From an optimization exercise on the open Yosys and OpenROAD flow, aimed at a short achievable clock period and few clock cycles; shortcuts taken in it are not production practice. RTL that was checked went through simulation tests only; none was proved equivalent to the original. No activity file was given, so power comes from the tool's default toggle rates.

Design cache_l1, start of the top module:
module cache_l1 (
    input  logic        clk,
    input  logic        rst_n,
    input  logic        cpu_req,
    input  logic        cpu_write,
    input  logic [31:0] cpu_addr,
    input  logic [31:0] cpu_wdata,
    output logic        cpu_ack,
    output logic [31:0] cpu_rdata,
    output logic        mem_req,
    output logic        mem_write,
    output logic [31:0] mem_addr,
    output logic [31:0] mem_wdata,
    input  logic        mem_ack,
    input  logic [31:0] mem_rdata
);
Size: roughly 200 I/O pins.
clock: 5.0 ns
lec_check: 0
abc_clock_period_in_ps: 2000
cap_margin: 20
core_margin: 2
core_utilization: 50
setup_slack_margin: 2.8
slew_margin: 20
tns_end_percent: 5
standard.sh (not shown) runs the stock make flow with config.mk's settings and CLKGATE_MAP_FILE= SYNTH_SCRIPT=/design/flow/synth_recipe.tcl, a recipe that flattens the netlist after the stock synthesis.
==> flow/flow/run.sh <==
#!/bin/bash
# Standard layout, except that:
# - the port buffers are plain buffers, and the resizer may pick any cell of
#   the right function (not only the same footprint), so that the port
#   buffers can be sized for speed;
# - the clock tree uses larger sink clusters (fewer, shorter buffer stages);
# - synthesis does not use the slow 4-input mux cells (added to the
#   platform's own don't-use list).
set -o pipefail
cfg="DESIGN_CONFIG=$PWD/config.mk WORK_HOME=$PWD/orfs_print"
dont_use=$(make -s -C "$FLOW_HOME" $cfg print-DONT_USE_CELLS 2>print_dont_use.log | sed -n 's/^DONT_USE_CELLS: //p')
rm -rf orfs_print
echo "DONT_USE_CELLS from the platform: $dont_use" > dont_use.log
bash standard.sh MATCH_CELL_FOOTPRINT=0 \
  "BUFFER_PORTS_ARGS=-buffer_cell sky130_fd_sc_hd__buf_4" \
  "CTS_ARGS=-sink_clustering_enable -repair_clock_nets -sink_clustering_size 30 -sink_clustering_max_diameter 100" \
  "DONT_USE_CELLS=$dont_use sky130_fd_sc_hd__mux4_1 sky130_fd_sc_hd__mux4_2 sky130_fd_sc_hd__mux4_4" \
  finish > standard.log 2>&1
The first run finished with timing, DRC and antenna clean.
Testbench counts at the start, summed over its fixed seeds: cycles 91,480.
Then changed:
- CORE_UTILIZATION: 50 -> 40
- TNS_END_PERCENT: 5 -> not set
Outcome:
- design area came out higher by 3.2%
- worst setup slack degrades by 0.070 ns
- sequential power is about the same
- count of clock-buffer cells in the layout came out lower by 6
- routed wire length came out higher by about 3.7%
Then changed:
- CORE_UTILIZATION: 40 -> 50
Result: The changed run ran to the end with no violations; combinational power drops by a few percent; core utilization climbs by 11 points; setup slack is better by 0.12 ns; power barely changes; final cell count drops by a little under a tenth; clock skew climbs by 0.0057 ns; wire length drops by a few percent.
Then changed:
- SETUP_SLACK_MARGIN: 2.8 -> 2.65
Result: Maximum frequency shrinks by 1.1%; via count grows by 1.3%; power grows by 0.35%; global-route usage grows by 0.31 points; first-iteration DRC count grows by 21%; non-clock buffer count shrinks by 9; synthesized area stays the same; setup slack loses 0.029 ns; worst hold slack gains 0.0062 ns; utilization shrinks by 0.33 points.

========
Another version of the RTL of cache_l1 (not shown whole).
Size: about 6100 cells after synthesis, ~2500 flip-flops.
export LEC_CHECK = 0
export ABC_CLOCK_PERIOD_IN_PS = 2000
export CAP_MARGIN = 20
export CORE_MARGIN = 2
export CORE_UTILIZATION = 50
export SETUP_SLACK_MARGIN = 2.8
export SLEW_MARGIN = 20
create_clock -name core_clock -period 5.0 [get_ports {clk}]
Scripts as last shown in full above: flow/flow/run.sh
The starting point passed the timing, design-rule and antenna checks.
Testbench counts at the start, summed over its fixed seeds: cycles 91,480.
Change:
==> flow/flow/run.sh (replaced) <==
#!/bin/bash
# Standard layout, except that the port buffers are plain buffers, the
# resizer may pick any cell of the right function (not only the same
# footprint), so that the port buffers can be sized for speed, and the clock
# tree uses larger sink clusters (fewer, shorter buffer stages).
set -o pipefail
bash standard.sh MATCH_CELL_FOOTPRINT=0 \
  "BUFFER_PORTS_ARGS=-buffer_cell sky130_fd_sc_hd__buf_4" \
  "CTS_ARGS=-sink_clustering_enable -repair_clock_nets -sink_clustering_size 30 -sink_clustering_max_diameter 100" \
  finish > standard.log 2>&1
Outcome: Core utilization shrinks by 1.6 points; routed wire length shrinks by 7.4%; design area shrinks by 6.6%; total power shrinks by 2.3%; combinational power shrinks by 34%.

========
cache_l1, a different RTL version from the one above (not shown whole).
Size: ~3,800 cells after synthesis, roughly 200 I/O pins.
Settings: LEC_CHECK=0, CAP_MARGIN=20, CORE_MARGIN=2, CORE_UTILIZATION=40, SLEW_MARGIN=20; clock period 5.0 ns.
run.sh (not shown) runs the stock make flow with config.mk's settings and CLKGATE_MAP_FILE= SYNTH_SCRIPT=/design/flow/synth_recipe.tcl, a recipe that flattens the netlist after the stock synthesis.
Stock flow here: none of the scripts above is used.
The starting point passed the timing, design-rule and antenna checks.
Testbench counts at the start, summed over its fixed seeds: cycles 91,480.
Next try:
Settings changed: ABC_CLOCK_PERIOD_IN_PS set to 2000, SETUP_SLACK_MARGIN set to 2.7.
The changed run ran to the end with no violations.
Cell area rose by 4.8%.
Worst setup slack gets better by 0.56 ns.
Wire length rose by 5.3%.
Die area is unchanged.
Clock power is about the same.
Worst hold slack is about the same.
Cell count rose by 3.4%.

========
v6:
cache_l1, a different RTL version from the one above (not shown whole).
Size in the first run: ~6000 cells after synthesis, roughly 2500 flip-flops, roughly 200 I/O pins, roughly 0.097 mm² of cells after synthesis.
==> flow/config.mk <==
export PLATFORM = sky130hd
export DESIGN_NAME = cache_l1
export DESIGN_NICKNAME = cache_l1
export VERILOG_FILES = /design/flow/design.v
export SDC_FILE = /design/flow/constraint.sdc
export NUM_CORES = 4
export LEC_CHECK = 0
export ABC_CLOCK_PERIOD_IN_PS = 2000
export CAP_MARGIN = 20
export CORE_MARGIN = 2
export CORE_UTILIZATION = 65
export PLACE_DENSITY = 0.75
export SETUP_SLACK_MARGIN = 2.8
export SLEW_MARGIN = 20
==> flow/constraint.sdc <==
create_clock -name core_clock -period 5.0 [get_ports {clk}]
set_input_delay 1.0000 -clock core_clock [delete_from_list [all_inputs] [get_ports {clk}]]
set_output_delay 1.0000 -clock core_clock [all_outputs]
set_load 0.01 [all_outputs]
standard.sh (not shown) runs the stock make flow with config.mk's settings and CLKGATE_MAP_FILE= SYNTH_SCRIPT=/design/flow/synth_recipe.tcl, a recipe that flattens the netlist after the stock synthesis.
==> flow/flow/run.sh <==
#!/bin/bash
# Standard layout, except that:
# - the port buffers are plain buffers, and the resizer may pick any cell of
#   the right function (not only the same footprint), so that the port
#   buffers can be sized for speed;
# - the clock tree uses larger sink clusters (fewer, shorter buffer stages);
# - synthesis does not use the slow 4-input mux cells (added to the
#   platform's own don't-use list).
set -o pipefail
cfg="DESIGN_CONFIG=$PWD/config.mk WORK_HOME=$PWD/orfs_print"
dont_use=$(make -s -C "$FLOW_HOME" $cfg print-DONT_USE_CELLS 2>print_dont_use.log | sed -n 's/^DONT_USE_CELLS: //p')
rm -rf orfs_print
echo "DONT_USE_CELLS from the platform: $dont_use" > dont_use.log
bash standard.sh MATCH_CELL_FOOTPRINT=0 \
  "BUFFER_PORTS_ARGS=-buffer_cell sky130_fd_sc_hd__buf_4" \
  "CTS_ARGS=-sink_clustering_enable -repair_clock_nets -sink_clustering_size 30 -sink_clustering_max_diameter 100" \
  "DONT_USE_CELLS=$dont_use sky130_fd_sc_hd__mux4_1 sky130_fd_sc_hd__mux4_2 sky130_fd_sc_hd__mux4_4" \
  finish > standard.log 2>&1
v6 | status: complete | timing, DRC, antenna: pass
Changes in v7 relative to v6:
- CORE_UTILIZATION now 50, was 65
- PLACE_DENSITY no longer set, was 0.75
Findings:
- Cell area after layout (higher): v7
- When v7 is measured against v6, its met1 demand-to-capacity share in global routing turns out 7.9 points lower.
- Relative to v6, utilization has gone down in v7.
- Shortest period the worst path allows: v7 better than v6
- v6 → v7: fraction of power consumed by the clock network +0.5 points; cell area power density ~0 delta; net switching power +about 4%; die outline area +about 30%.
No run of this note included a check of the RTL's function; only the layout flow was run.

port drivers added, routing unchanged:
In the flow no input, the clock included, has a driving cell. The finished layouts below were timed again as built, in two steps.
Step 1, drivers: a clkbuf_16 drives clk and a buf_2 each remaining input, both assumed.
Step 2, shift: input delay + t, output delay - t, t = (earliest + latest rising clock arrival at the registers) / 2. This alone moves slack from input paths to output paths.
a / b / c = ideal ports / drivers / drivers and shift; a / b = the first two.
run	shift t [ns]	setup slack, ns	worst setup path after step 2	latest minus earliest clock arrival (ns)	worst data-port slew with drivers (ns)
the first run of note 1	0.855	2.446 / 2.147 / 1.292	input to register	0.044 / 0.044	0.44
the second run of note 1	0.867	2.376 / 2.103 / 1.236	input to register	0.043 / 0.044	0.42
the third run of note 1	0.867	2.493 / 2.235 / 1.368	input to register	0.060 / 0.060	0.36
the fourth run of note 1	0.865	2.465 / 2.287 / 1.422	input to register	0.045 / 0.045	0.29
the first run of note 2	0.853	2.390 / 1.986 / 1.132	input to register	0.051 / 0.051	0.72
the second run of note 2	0.836	2.385 / 2.194 / 1.359	input to register	0.052 / 0.053	0.31
the first run of note 3	0.957	1.786 / 1.709 / 0.988	input to register	0.048 / 0.048	0.28
the second run of note 3	0.951	2.342 / 2.151 / 1.200	input to register	0.039 / 0.039	0.31
v6	0.830	2.237 / 1.899 / 1.069	input to register	0.049 / 0.050	0.58
v7	0.863	2.274 / 2.189 / 1.351	input to register	0.047 / 0.047	0.47
After both steps setup and hold are still met in every run listed. The setup slack of the first run of note 2, which loses most, moves by -0.404 ns with the drivers and by -1.258 ns with both steps.
